This design comes from an exercise in tuning for small area, a short achievable clock period and few clock cycles on the open sky130 flow, not from production work.
Only simulation tests tie the RTL to the original design; equivalence was not proved.

build 11:
## midi_tempo_tracker
module midi_tempo_tracker #(
    parameter int TIME_BITS      = 24,
    parameter int COUNT_BITS     = 16,
    parameter int FOLD_MIN_COUNT = 8
) (
    input  logic                  clk,
    input  logic                  rst_n,
    input  logic                  in_valid,
    output logic                  in_stall,
    input  logic [1:0]            event_kind,
    input  logic [6:0]            controller,
    input  logic [6:0]            ctrl_value,
    input  logic [TIME_BITS-1:0]  delta_time,
    output logic                  out_valid,
    input  logic                  out_stall,
    output logic [TIME_BITS-1:0]  note_period,
    output logic [TIME_BITS-1:0]  pedal_period,
    output logic [COUNT_BITS-1:0] note_count,
    output logic [1:0]            event_use,
    input  logic                  cfg_valid,
    output logic                  cfg_ready,
    input  logic [2:0]            cfg_index,
    input  logic [23:0]           cfg_data
);
clock: 10.0 ns
lec_check: 0
abc_area: 1
cap_margin: 5
core_margin: 2
core_utilization: 65
slew_margin: 5
run.sh (not shown) runs the stock make flow with config.mk's settings and CLKGATE_MAP_FILE= SYNTH_SCRIPT=/design/flow/synth_recipe.tcl, a recipe that flattens the netlist after the stock synthesis.
Testbench counts of build 11, summed over its fixed seeds: cycles 9,095.
## Diff of input files: build 96 against build 11
-- flow/config.mk --
<<< build 11, line 8
export ABC_AREA = 1
export CAP_MARGIN = 5
>>> build 96, line 8
export CAP_MARGIN = 20
<<< build 11, line 11
export CORE_UTILIZATION = 65
export SLEW_MARGIN = 5
>>> build 96, line 10
export CORE_UTILIZATION = 40
export SLEW_MARGIN = 20
Results
- The final reports for build 96 and build 11 show number of antenna violations at the first check in global routing lower in the former.
- Critical path data arrival time (build 96 over build 11): increase, 90 ps
- The final reports for build 96 and build 11 show depth of the critical timing path with buffers and inverters included lower in the former.
--- input diff build 96..build 73 ---
-- flow/config.mk --
<<< build 96, line 10
export CORE_UTILIZATION = 40
>>> build 73, line 10
export CORE_UTILIZATION = 60
export GPL_TIMING_DRIVEN = 1
==> notes.md <==
Looking at clock period minus worst slack across build 96 and build 73, the one that comes out higher is build 96.
The clock skew in build 73 sits 4.9 ps below the value recorded for build 96.
Cell with the largest stage delay on the worst path: or4_1 -> build 96, a2111oi_0 -> build 73
Cell count went down by a little under 10% going from build 96 to build 73.
As far as number of clock sinks goes, build 96 and build 73 are indistinguishable; the numbers are identical.
Wire length | build 73 below build 96
Compared with build 96, in build 73 final critical-path share of the clock period saw a decrease, setup slack saw an increase.
The lower flip-flop and latch share of the layout cell area of build 96 and build 73 is in build 96.
Cell area reported after detailed placement: build 73 < build 96
Setup changes, build 73 to build 2
-- flow/config.mk --
<<< build 73, line 8
export CAP_MARGIN = 20
>>> build 2, line 8
export CAP_MARGIN = 5
<<< build 73, line 10
export CORE_UTILIZATION = 60
export GPL_TIMING_DRIVEN = 1
export SLEW_MARGIN = 20
>>> build 2, line 10
export CORE_UTILIZATION = 65
export SLEW_MARGIN = 5
## What came out
- Build 73 leaves more setup margin than build 2.
- For sequential share of layout area, build 73 and build 2 come out practically identical.
- On build 2: half-perimeter wire length after detailed placement is 2.9% lower than what build 73 gave.
- Changes observed in build 2 relative to build 73: cell count fell 135, count of fill cells added during filler insertion fell 1,414.
- For build 2 and build 73, there was not a single run that failed to finish clean.
Here is what was changed in the inputs of build 61 compared with build 2.
-- flow/config.mk --
<<< build 2, line 8
export CAP_MARGIN = 5
>>> build 61, line 8
export CAP_MARGIN = 20
<<< build 2, line 10
export CORE_UTILIZATION = 65
export SLEW_MARGIN = 5
>>> build 61, line 10
export CORE_UTILIZATION = 60
export SLEW_MARGIN = 20
Findings:
Changes observed in build 61 relative to build 2: wire length +about 2%, clock network contribution to total cell area neither gained nor lost much, tap cell instance count saw an increase.
The inputs of build 30 differ from those of build 61 as listed below.
-- flow/config.mk --
<<< build 61, line 8
export CAP_MARGIN = 20
>>> build 30, line 8
export ABC_AREA = 1
export CAP_MARGIN = 5
<<< build 61, line 11
export SLEW_MARGIN = 20
>>> build 30, line 12
export SLEW_MARGIN = 5
Diff build 61 -> build 30: share of the synthesized area in compound gates (AO/OA/AOI/OAI) climbed 0.78 points, synthesized-area fraction occupied by xor and xnor cells dropped 0.53 points, multi-input gate share of total cell area dropped 3.6 points, area after synthesis dropped 1500 sq um, count of plain and timing-repair buffers dropped 24. The multiplexer share of the synthesized area in build 30 was lower than what build 61 gave. Side by side, total number of vias turned out higher in build 30 than in build 61. The lower arrival time of the worst setup path of build 30 and build 61 is in build 30. Number of global-route vias before repair up about 0.7% in build 30 wrt build 61. Build 30 ended with more number of logic stages on the critical path including buffering than build 61.

Starting RTL as in the previous note.
make LEC_CHECK=0 ABC_AREA=1 CAP_MARGIN=0 CORE_MARGIN=2 CORE_UTILIZATION=60 SLEW_MARGIN=0 finish   # period 10.0 ns
The baseline completed without violations.
Testbench counts at the start, summed over its fixed seeds: cycles 9,095.
==> next run, changes <==
CAP_MARGIN = 5   (was 0)
CORE_UTILIZATION = 55   (was 60)
SLEW_MARGIN = 5   (was 0)
Result:
- The new run finished with timing, DRC and antenna clean
- worst setup slack hardly moves
- via count came out lower by 1.1%
- worst hold slack gets worse by 5.3 ps
- flip-flop and latch count is unchanged
- final area barely changes
- utilization falls by 5.3 points
- non-clock buffer count came out higher by 3
- first-iteration DRC count went down by 13%

== oak ==
midi_tempo_tracker again, from the RTL that the note above started with.
==> flow/config.mk <==
export PLATFORM = sky130hd
export DESIGN_NAME = midi_tempo_tracker
export DESIGN_NICKNAME = midi_tempo_tracker
export VERILOG_FILES = /design/flow/design.v
export SDC_FILE = /design/flow/constraint.sdc
export NUM_CORES = 4
export LEC_CHECK = 0
export CAP_MARGIN = 5
export CORE_MARGIN = 2
export CORE_UTILIZATION = 55
export SLEW_MARGIN = 5
==> flow/constraint.sdc <==
create_clock -name core_clock -period 10.0 [get_ports {clk}]
set_input_delay 2.0000 -clock core_clock [delete_from_list [all_inputs] [get_ports {clk}]]
set_output_delay 2.0000 -clock core_clock [all_outputs]
set_load 0.01 [all_outputs]
Testbench counts of oak, summed over its fixed seeds: cycles 9,095.
> inputs changed (oak -> pine)
--- a/flow/config.mk
+++ b/flow/config.mk
@@ -6,6 +6,6 @@
 export NUM_CORES = 4
 export LEC_CHECK = 0
-export CAP_MARGIN = 5
+export CAP_MARGIN = 0
 export CORE_MARGIN = 2
-export CORE_UTILIZATION = 55
-export SLEW_MARGIN = 5
+export CORE_UTILIZATION = 60
+export SLEW_MARGIN = 0
--- outcome ---
- pine vs. oak: wire length lost about 2%; worst setup slack moved up; area of the mapped netlist barely changed; cell depth of the worst flop-to-flop path grew by 3.
- Going from oak to pine, data arrival time of the critical path ~0 delta; part of the cycle the worst path needs -1.5 points.
- Reported for oak and pine, total negative setup slack turned out identical to the last digit.
- What pine reported for clock buffer count has to be multiplied by 0.917 to get the figure for oak.
Inputs modified between pine and birch:
--- a/flow/config.mk
+++ b/flow/config.mk
@@ -6,6 +6,6 @@
 export NUM_CORES = 4
 export LEC_CHECK = 0
-export CAP_MARGIN = 0
+export CAP_MARGIN = 20
 export CORE_MARGIN = 2
-export CORE_UTILIZATION = 60
-export SLEW_MARGIN = 0
+export CORE_UTILIZATION = 75
+export SLEW_MARGIN = 20
[summary]
- Looking at detailed-route wire length, birch sits about 1.5% lower than pine does.
- The period utilization of birch exceeds that of pine by 4.8 points.
- Going from pine to birch, site row count shrinks by about 11%.
- Diff pine -> birch: number of vias per cell after detailed routing climbed 0.60; depth of the critical timing path with buffers and inverters included dropped 4.
- [birch vs pine] least setup slack across all paths after layout: lower in birch
- Summary of birch over pine: CTS buffer count went down 9.1%.

==> re-timing with driven ports <==
The results above use ideal ports. As a check the final layouts listed here were re-extracted and re-timed, cells and wires unchanged.
Step 1 assumes that a clkbuf_16 drives the clock port and a buf_2 every other input.
Step 2 moves the port delays by t, midway between the first and last clock arrival at a register: inputs arrive t later, outputs are due t later. That takes back most of the time a late clock gives input paths.
a / b / c = ideal / step 1 / step 2; a / b = the first two.
| run | t, ns | setup WS [ns] | worst slew at a driven data input, ns |
|---|---|---|---|
| build 11 | 0.748 | 0.709 / 0.709 / 0.709 | 0.09 |
| build 96 | 0.792 | 0.607 / 0.607 / 0.607 | 0.08 |
| build 73 | 0.750 | 0.723 / 0.723 / 0.723 | 0.07 |
| build 2 | 0.759 | 0.618 / 0.618 / 0.618 | 0.06 |
| build 61 | 0.750 | 0.723 / 0.723 / 0.723 | 0.07 |
| build 30 | 0.764 | 0.763 / 0.763 / 0.763 | 0.10 |
| the first run of note 2 | 0.764 | 0.744 / 0.744 / 0.744 | 0.09 |
| the second run of note 2 | 0.756 | 0.745 / 0.745 / 0.745 | 0.06 |
| oak | 0.778 | 0.637 / 0.637 / 0.637 | 0.07 |
| pine | 0.764 | 0.789 / 0.789 / 0.789 | 0.06 |
| birch | 0.736 | 0.308 / 0.308 / 0.308 | 0.06 |
After both steps setup and hold are still met in every run listed.
